This design comes from an exercise in tuning for small area on the open sky130 flow, not from production work.
Only simulation tests tie the RTL to the original design; equivalence was not proved.
Power is estimated from default activity; no workload was simulated.

==> job 8425 <==
==> flow/design.v <==
module apb_slave_mem #(
    parameter int unsigned DEPTH       = 256,
    parameter int unsigned WAIT_STATES = 2,
    parameter logic [31:0] BASE_ADDR   = 32'h0
) (
    input  logic        pclk,
    input  logic        rst_n,
    input  logic        psel,
    input  logic        penable,
    input  logic        pwrite,
    input  logic [31:0] paddr,
    input  logic [31:0] pwdata,
    output logic [31:0] prdata,
    output logic        pready,
    output logic        pslverr
);
    localparam int unsigned NR = 16;            
    localparam int unsigned RL = 16;            
    logic [3:0]  r_q;                           
    logic        clr_q;                         
    logic [NR-1:0][RL-1:0][31:0] ring_q;
    logic [3:0]  widx;                          
    logic [3:0]  ring_sel;
    logic        err;
    logic        hit_rd, hit_wr;
    logic        wr_en;
    assign widx     = paddr[5:2];
    assign ring_sel = paddr[9:6];
    assign err      = (paddr[31:10] != 22'h0) || (paddr[1:0] != 2'b00);
    assign hit_rd   = ((widx + r_q) == 4'd0);
    assign hit_wr   = ((widx + r_q) == 4'd15);
    assign wr_en    = psel && penable && pwrite && !err && hit_wr;
    always_ff @(posedge pclk or negedge rst_n) begin
        if (!rst_n) begin
            r_q   <= 4'd0;
            clr_q <= 1'b1;
        end else begin
            r_q   <= r_q + 4'd1;
            if (r_q == 4'd15) clr_q <= 1'b0;
        end
    end
    for (genvar j = 0; j < int'(NR); j++) begin : g_ring
        always_ff @(posedge pclk) begin
            if (wr_en && (ring_sel == 4'(j))) begin
                ring_q[j][0] <= pwdata;
            end else if (clr_q) begin
                ring_q[j][0] <= 32'h0;
            end else begin
                ring_q[j][0] <= ring_q[j][RL-1];
            end
            for (int k = 1; k < int'(RL); k++) begin
                ring_q[j][k] <= ring_q[j][k-1];
            end
        end
    end
    assign pready  = err || (pwrite ? hit_wr : hit_rd);
    assign pslverr = err;
    assign prdata  = ring_q[ring_sel][0];
endmodule
==> flow/run.sh <==
#!/bin/bash
# synth_recipe.tcl (not shown) runs the flow's synth.tcl, then flattens the netlist and writes it again
# the make line also repeats each setting of config.mk as NAME=value (left out here)
make -C /OpenROAD-flow-scripts/flow DESIGN_CONFIG=/design/flow/config.mk WORK_HOME=/design/flow/orfs CLKGATE_MAP_FILE= SYNTH_SCRIPT=/design/flow/synth_recipe.tcl finish
==> flow/config.mk <==
export PLATFORM = sky130hd
export DESIGN_NAME = apb_slave_mem
export DESIGN_NICKNAME = apb_slave_mem
export VERILOG_FILES = /design/flow/design.v
export SDC_FILE = /design/flow/constraint.sdc
export NUM_CORES = 4
export LEC_CHECK = 0
export CAP_MARGIN = 20
export CORE_MARGIN = 2
export CORE_UTILIZATION = 40
export SLEW_MARGIN = 20
==> flow/constraint.sdc <==
create_clock -name core_clock -period 12.0 [get_ports {pclk}]
set_input_delay 2.4000 -clock core_clock [delete_from_list [all_inputs] [get_ports {pclk}]]
set_output_delay 2.4000 -clock core_clock [all_outputs]
set_load 0.01 [all_outputs]
==> job 8504: changes against job 8425 <==
==> flow/design.v, changed modules only <==
module apb_slave_mem #(
    parameter int unsigned DEPTH       = 256,
    parameter int unsigned WAIT_STATES = 2,
    parameter logic [31:0] BASE_ADDR   = 32'h0
) (
    input  logic        pclk,
    input  logic        rst_n,
    input  logic        psel,
    input  logic        penable,
    input  logic        pwrite,
    input  logic [31:0] paddr,
    input  logic [31:0] pwdata,
    output logic [31:0] prdata,
    output logic        pready,
    output logic        pslverr
);
    localparam int unsigned NR = 16;            
    localparam int unsigned RL = 16;            
    logic [3:0]  r_q;                           
    logic        e_q;                           
    logic        clr_q;                         
    logic [NR-1:0][RL-1:0][31:0] ring_q;
    logic [3:0]  widx;                          
    logic [3:0]  ring_sel;
    logic        err;
    logic        hit_rd, hit_wr;
    logic        wr_en;
    assign widx     = paddr[5:2];
    assign ring_sel = paddr[9:6];
    assign err      = (paddr[31:10] != 22'h0) || (paddr[1:0] != 2'b00);
    assign hit_rd   = ((widx + r_q) == 4'd0);
    assign hit_wr   = ((widx + r_q) == 4'd15);
    assign wr_en    = psel && penable && pwrite && !err && hit_wr;
    always_ff @(posedge pclk or negedge rst_n) begin
        if (!rst_n) begin
            r_q   <= 4'd0;
            e_q   <= 1'b0;
            clr_q <= 1'b1;
        end else begin
            r_q   <= r_q + 4'd1;
            if (r_q == 4'd15) begin
                e_q   <= !e_q;
                clr_q <= 1'b0;
            end
        end
    end
    logic [NR-1:0]       nld, nkeep;
    logic [NR-1:0][31:0] port_d;
    logic [31:0]         wdata_n;               
    assign wdata_n = pwdata ^ {32{!e_q}};
    for (genvar j = 0; j < int'(NR); j++) begin : g_ring
        assign nld[j]   = !(wr_en && (ring_sel == 4'(j)));
        assign nkeep[j] = !nld[j] || clr_q;
        apb_slave_mem_port u_port (
            .nld(nld[j]), .nkeep(nkeep[j]), .wdata_n(wdata_n), .rdata(ring_q[j][RL-1]),
            .d(port_d[j])
        );
        always_ff @(posedge pclk) begin
            ring_q[j][0] <= port_d[j];
            for (int k = 1; k < int'(RL); k++) begin
                ring_q[j][k] <= ring_q[j][k-1];
            end
        end
    end
    logic [NR-1:0]       rsel;
    logic [NR-1:0][31:0] rword;
    logic [31:0]         rraw;
    logic                rpar;
    for (genvar j = 0; j < int'(NR); j++) begin : g_rd
        assign rsel[j]  = (ring_sel == 4'(j));
        assign rword[j] = ring_q[j][0];
    end
    apb_slave_mem_rdmux u_rdmux (.sel(rsel), .word(rword), .q(rraw));
    assign rpar = e_q ^ (r_q == 4'd0);
    assign pready  = err || (pwrite ? hit_wr : hit_rd);
    assign pslverr = err;
    assign prdata  = rraw ^ {32{rpar}};
endmodule
module apb_slave_mem_port (
    input  logic        nld,
    input  logic        nkeep,
    input  logic [31:0] wdata_n,
    input  logic [31:0] rdata,
    output logic [31:0] d
);
    assign d = ~((wdata_n | {32{nld}}) & (rdata | {32{nkeep}}));
endmodule
module apb_slave_mem_rdmux (
    input  logic [15:0]       sel,
    input  logic [15:0][31:0] word,
    output logic [31:0]       q
);
    always_comb begin
        q = 32'h0;
        for (int j = 0; j < 16; j++) q = q | (word[j] & {32{sel[j]}});
    end
endmodule
==> flow/flow/run.sh (new file) <==
#!/bin/bash
# Standard layout, with clock tree synthesis that clusters more flip-flops per
# leaf buffer and inserts no dummy loads, and the smallest buffer on each port.
set -euo pipefail
export CTS_ARGS="-sink_clustering_enable -repair_clock_nets -dont_use_dummy_load -sink_clustering_size 28 -sink_clustering_max_diameter 100 -buf_list sky130_fd_sc_hd__buf_12 -root_buf sky130_fd_sc_hd__clkbuf_16"
export BUFFER_PORTS_ARGS="-buffer_cell sky130_fd_sc_hd__buf_1"
bash standard.sh > standard.log 2>&1
==> flow/standard.sh (new file) <==
#!/bin/bash
# synth_recipe.tcl (not shown) runs the flow's synth.tcl, then flattens the netlist and writes it again
# the make line also repeats each setting of config.mk as NAME=value (left out here)
make -C /OpenROAD-flow-scripts/flow DESIGN_CONFIG=/design/flow/config.mk WORK_HOME=/design/flow/orfs CLKGATE_MAP_FILE= SYNTH_SCRIPT=/design/flow/synth_recipe.tcl "${@:-finish}"
--- a/flow/config.mk
+++ b/flow/config.mk
@@ -6,6 +6,7 @@
 export NUM_CORES = 4
 export LEC_CHECK = 0
-export CAP_MARGIN = 20
+export CAP_MARGIN = 5
 export CORE_MARGIN = 2
 export CORE_UTILIZATION = 40
-export SLEW_MARGIN = 20
+export SLEW_MARGIN = 5
+export SYNTH_HIERARCHICAL = 1
removed: flow/run.sh
==> qor summary <==
quantity                                                  job 8425      job 8504
Critical-path maximum fanout                                    72            18
Synth Register Bits                                           8197          8198
Pin count of the biggest net entering global routing           136            33
Nets                                                         10340          9750
Sequential Power Share                                       55.4%         69.2%
Status                                    timing/DRC/antenna clean  timing/DRC/antenna clean
Inserted Clock Buffers                                         671           333
Tapcells inserted                                             5928          5710
Worst setup slack for register-to-register paths           8.01 ns       7.86 ns
Number of DRC markers in iteration 0                          3116          4387
Worst clock skew on the final layout                    0.02321 ns    0.06693 ns
Placed Instance Area                                  186400 sq um  179700 sq um
Final Instance Count excl. Fillers                           16750         15400
Core region area                                      444800 sq um  430000 sq um

==> re-timing with driven ports <==
In the flow no input, the clock included, has a driving cell. The finished layouts below were timed again as built, in two steps.
Step 1, drivers: a clkbuf_16 drives pclk and a buf_2 each remaining input, both assumed.
Step 2 adds t to the input delays and takes it off the output delays; t is the mean of the earliest and latest rising clock arrival at the registers after step 1. Input paths then give back, and output paths get back, about the clock's delay inside the block.
a / b / c = ideal / step 1 / step 2; a / b = the first two.
| run | t (ns) | setup WS [ns] | latest minus earliest clock arrival (ns) |
|---|---|---|---|
| job 8425 | 1.117 | 4.054 / 3.984 / 3.984 | 0.033 / 0.033 |
| job 8504 | 0.988 | 3.806 / 3.696 / 3.696 | 0.094 / 0.094 |
After both steps setup and hold are still met in every run listed. For job 8504, which loses most, drivers alone change the setup slack by -0.110 ns; drivers and shift together by -0.110 ns.
